What follows belongs to an exercise in optimizing a design on an open flow for small area and a short achievable clock period; a production flow would make more cautious choices. RTL that was checked went through simulation tests only; none was proved equivalent to the original. Power is estimated from default activity; no workload was simulated.

## tile_top
module tile_top (
	input  logic                                      clk,
	input  logic                                      reset,
	input  logic                                      i_run,
	input  logic                                      i_cfg_req,
	input  logic [48-1:0]                   i_cfg,
	output logic                                      o_cfg_ack,
	input  logic [4*17-1:0]    i_flit_in,
	output logic [4*17-1:0]    o_flit_out
);
For scale: roughly 3200 cells after synthesis, ~980 flip-flops, about 46000 µm² of cells after synthesis.
==> module tile_alu, before the edit <==
module tile_alu (
	input  logic [3:0]              i_op,
	input  logic [16-1:0] i_a,
	input  logic [16-1:0] i_b,
	input  logic [42-1:0] i_csa,
	output logic [16-1:0] o_result
);
	logic [3:0] shamt;
	logic sub;
	logic [16:0] sum;
	logic [16-1:0] a_rev;
	logic [16-1:0] shl_in;
	logic [16-1:0] shl;
	logic [16-1:0] shl_rev;
	logic [16-1:0] prod;
	logic [16-1:0] prod_x;
	logic [16-1:0] prod_y;
	logic s34;
	logic c34;
	logic s35;
	logic c35;
	logic s36;
	logic c36;
	logic s37;
	logic c37;
	logic s38;
	logic c38;
	logic s39;
	logic c39;
	logic s40;
	logic c40;
	logic s41;
	logic c41;
	logic s42;
	logic c42;
	logic s43;
	logic c43;
	logic s44;
	logic c44;
	logic s45;
	logic c45;
	logic s46;
	logic c46;
	logic s47;
	logic c47;
	logic s48;
	logic c48;
	logic s49;
	logic c49;
	logic s50;
	logic c50;
	logic s51;
	logic c51;
	logic s52;
	logic c52;
	logic s53;
	logic c53;
	logic s54;
	logic c54;
	logic s55;
	logic c55;
	assign s34 = i_csa[29] ^ i_csa[30];
	assign c34 = i_csa[29] & i_csa[30];
	assign s35 = i_csa[34] ^ i_csa[35];
	assign c35 = i_csa[34] & i_csa[35];
	assign s36 = i_csa[38] ^ i_csa[39];
	assign c36 = i_csa[38] & i_csa[39];
	assign s37 = i_csa[16] ^ i_csa[17];
	assign c37 = i_csa[16] & i_csa[17];
	assign s38 = i_csa[20] ^ i_csa[21];
	assign c38 = i_csa[20] & i_csa[21];
	assign s39 = i_csa[23] ^ i_csa[24];
	assign c39 = i_csa[23] & i_csa[24];
	assign s40 = i_csa[26] ^ i_csa[27];
	assign c40 = i_csa[26] & i_csa[27];
	assign s41 = s34 ^ i_csa[31] ^ i_csa[32];
	assign c41 = (s34 & i_csa[31]) | (s34 & i_csa[32]) | (i_csa[31] & i_csa[32]);
	assign s42 = c34 ^ s35 ^ i_csa[36];
	assign c42 = (c34 & s35) | (c34 & i_csa[36]) | (s35 & i_csa[36]);
	assign s43 = c35 ^ s36 ^ i_csa[40];
	assign c43 = (c35 & s36) | (c35 & i_csa[40]) | (s36 & i_csa[40]);
	assign s44 = i_csa[5] ^ i_csa[6];
	assign c44 = i_csa[5] & i_csa[6];
	assign s45 = i_csa[8] ^ i_csa[9];
	assign c45 = i_csa[8] & i_csa[9];
	assign s46 = i_csa[10] ^ i_csa[11];
	assign c46 = i_csa[10] & i_csa[11];
	assign s47 = i_csa[12] ^ i_csa[13];
	assign c47 = i_csa[12] & i_csa[13];
	assign s48 = i_csa[14] ^ i_csa[15];
	assign c48 = i_csa[14] & i_csa[15];
	assign s49 = s37 ^ i_csa[18] ^ i_csa[19];
	assign c49 = (s37 & i_csa[18]) | (s37 & i_csa[19]) | (i_csa[18] & i_csa[19]);
	assign s50 = c37 ^ s38 ^ i_csa[22];
	assign c50 = (c37 & s38) | (c37 & i_csa[22]) | (s38 & i_csa[22]);
	assign s51 = c38 ^ s39 ^ i_csa[25];
	assign c51 = (c38 & s39) | (c38 & i_csa[25]) | (s39 & i_csa[25]);
	assign s52 = c39 ^ s40 ^ i_csa[28];
	assign c52 = (c39 & s40) | (c39 & i_csa[28]) | (s40 & i_csa[28]);
	assign s53 = c40 ^ s41 ^ i_csa[33];
	assign c53 = (c40 & s41) | (c40 & i_csa[33]) | (s41 & i_csa[33]);
	assign s54 = c41 ^ s42 ^ i_csa[37];
	assign c54 = (c41 & s42) | (c41 & i_csa[37]) | (s42 & i_csa[37]);
	assign s55 = c42 ^ s43 ^ i_csa[41];
	assign c55 = (c42 & s43) | (c42 & i_csa[41]) | (s43 & i_csa[41]);
	assign prod_x = {c54, c53, c52, c51, c50, c49, c48, c47, c46, c45, c44, s44, i_csa[4], i_csa[3], i_csa[2], i_csa[0]};
	assign prod_y = {s55, s54, s53, s52, s51, s50, s49, s48, s47, s46, s45, i_csa[7], 1'b0, 1'b0, 1'b0, i_csa[1]};
	assign prod = prod_x + prod_y;
	assign sub = i_op != 4'd1;
	assign sum = {1'b0, i_a} + {1'b0, i_b ^ {16{sub}}} + {{16{1'b0}}, sub};
	assign shamt = i_b[3:0];
	always_comb begin
		for (int k = 0; k < 16; k++) begin
			a_rev[k] = i_a[16-1-k];
			shl_rev[k] = shl[16-1-k];
		end
	end
	assign shl_in = (i_op == 4'd8) ? a_rev : i_a;
	assign shl = shl_in << shamt;
	always_comb begin
		case (i_op)
			4'd1: o_result = sum[16-1:0];
			4'd2: o_result = sum[16-1:0];
			4'd3: o_result = prod;
			4'd4: o_result = i_a & i_b;
			4'd5:  o_result = i_a | i_b;
			4'd6: o_result = i_a ^ i_b;
			4'd7: o_result = shl;
			4'd8: o_result = shl_rev;
			4'd9: o_result = i_a;
			4'd10:  o_result = {{(16-1){1'b0}}, !sum[16]};
			default: o_result = '0;
		endcase
	end
endmodule
clock: 7.0 ns
lec_check: 0
abc_clock_period_in_ps: 3300
cap_margin: 20
core_margin: 2
core_utilization: 55
cts_buf_list: sky130_fd_sc_hd__clkbuf_8
cts_cluster_size: 30
setup_slack_margin: 3.7
slew_margin: 20
run.sh (not shown) runs the stock make flow with config.mk's settings and CLKGATE_MAP_FILE= SYNTH_SCRIPT=/design/flow/synth_recipe.tcl, a recipe that flattens the netlist after the stock synthesis.
Then changed:
--- a/flow/design.v
+++ b/flow/design.v
@@ -359,18 +359,13 @@
 	input  logic [16-1:0] i_a,
 	input  logic [16-1:0] i_b,
 	input  logic [42-1:0] i_csa,
 	output logic [16-1:0] o_result
 );
 	logic [3:0] shamt;
-	logic sub;
-	logic [16:0] sum;
-	logic [16-1:0] a_rev;
-	logic [16-1:0] shl_in;
-	logic [16-1:0] shl;
-	logic [16-1:0] shl_rev;
+	logic [16:0] diff;
 	logic [16-1:0] prod;
 	logic [16-1:0] prod_x;
 	logic [16-1:0] prod_y;
 	logic s34;
 	logic c34;
 	logic s35;
@@ -459,35 +454,26 @@
 	assign c54 = (c41 & s42) | (c41 & i_csa[37]) | (s42 & i_csa[37]);
 	assign s55 = c42 ^ s43 ^ i_csa[41];
 	assign c55 = (c42 & s43) | (c42 & i_csa[41]) | (s43 & i_csa[41]);
 	assign prod_x = {c54, c53, c52, c51, c50, c49, c48, c47, c46, c45, c44, s44, i_csa[4], i_csa[3], i_csa[2], i_csa[0]};
 	assign prod_y = {s55, s54, s53, s52, s51, s50, s49, s48, s47, s46, s45, i_csa[7], 1'b0, 1'b0, 1'b0, i_csa[1]};
 	assign prod = prod_x + prod_y;
-	assign sub = i_op != 4'd1;
-	assign sum = {1'b0, i_a} + {1'b0, i_b ^ {16{sub}}} + {{16{1'b0}}, sub};
 	assign shamt = i_b[3:0];
-	always_comb begin
-		for (int k = 0; k < 16; k++) begin
-			a_rev[k] = i_a[16-1-k];
-			shl_rev[k] = shl[16-1-k];
-		end
-	end
-	assign shl_in = (i_op == 4'd8) ? a_rev : i_a;
-	assign shl = shl_in << shamt;
+	assign diff = {1'b0, i_a} - {1'b0, i_b};
 	always_comb begin
 		case (i_op)
-			4'd1: o_result = sum[16-1:0];
-			4'd2: o_result = sum[16-1:0];
+			4'd1: o_result = i_a + i_b;
+			4'd2: o_result = diff[16-1:0];
 			4'd3: o_result = prod;
 			4'd4: o_result = i_a & i_b;
 			4'd5:  o_result = i_a | i_b;
 			4'd6: o_result = i_a ^ i_b;
-			4'd7: o_result = shl;
-			4'd8: o_result = shl_rev;
+			4'd7: o_result = i_a << shamt;
+			4'd8: o_result = i_a >> shamt;
 			4'd9: o_result = i_a;
-			4'd10:  o_result = {{(16-1){1'b0}}, !sum[16]};
+			4'd10:  o_result = {{(16-1){1'b0}}, diff[16]};
 			default: o_result = '0;
 		endcase
 	end
 endmodule
 `default_nettype wire
 `default_nettype none
Final area is higher by 0.51%.
Global-route usage increases by 0.23 points.
Routed wire length grows by 2.2%.
Clock power increases by about 1%.
Critical path depth went up by 3.
Worst setup slack gets better by 0.017 ns.
Cell count went up by 3.3%.
Hold slack improves by 0.0075 ns.
Total power is higher by 2.2%.
Area after synthesis grows by 1.9%.
Clock skew went up by 0.0050 ns.
Core utilization drops by 0.93 points.
Combinational power rises by 5.8%.
Function not checked in the second run of this note: the RTL went through the layout flow alone.

==> what the ideal ports hide <==
In the flow no input, the clock included, has a driving cell. The finished layouts below were timed again as built, in two steps.
Step 1 sets driving cells, clkbuf_16 on the clock port and buf_2 on the other inputs (assumed; they add their load-dependent delay and slew).
Step 2 moves the port delays by t, midway between the first and last clock arrival at a register: inputs arrive t later, outputs are due t later. That takes back most of the time a late clock gives input paths.
Three values: ideal ports, drivers, drivers and shift; two values: the first two.
run | t, ns | slack for setup (ns) | worst setup path at the end | worst register clock-pin slew, ns
the first run | 0.889 | 3.382 / 3.382 / 2.779 | input to register | 0.07 / 0.07
the second run | 0.901 | 3.399 / 3.399 / 2.622 | input to register | 0.07 / 0.07
After both steps setup and hold are still met in every run listed. The setup slack of the second run, which loses most, moves by 0.000 ns with the drivers and by -0.777 ns with both steps.
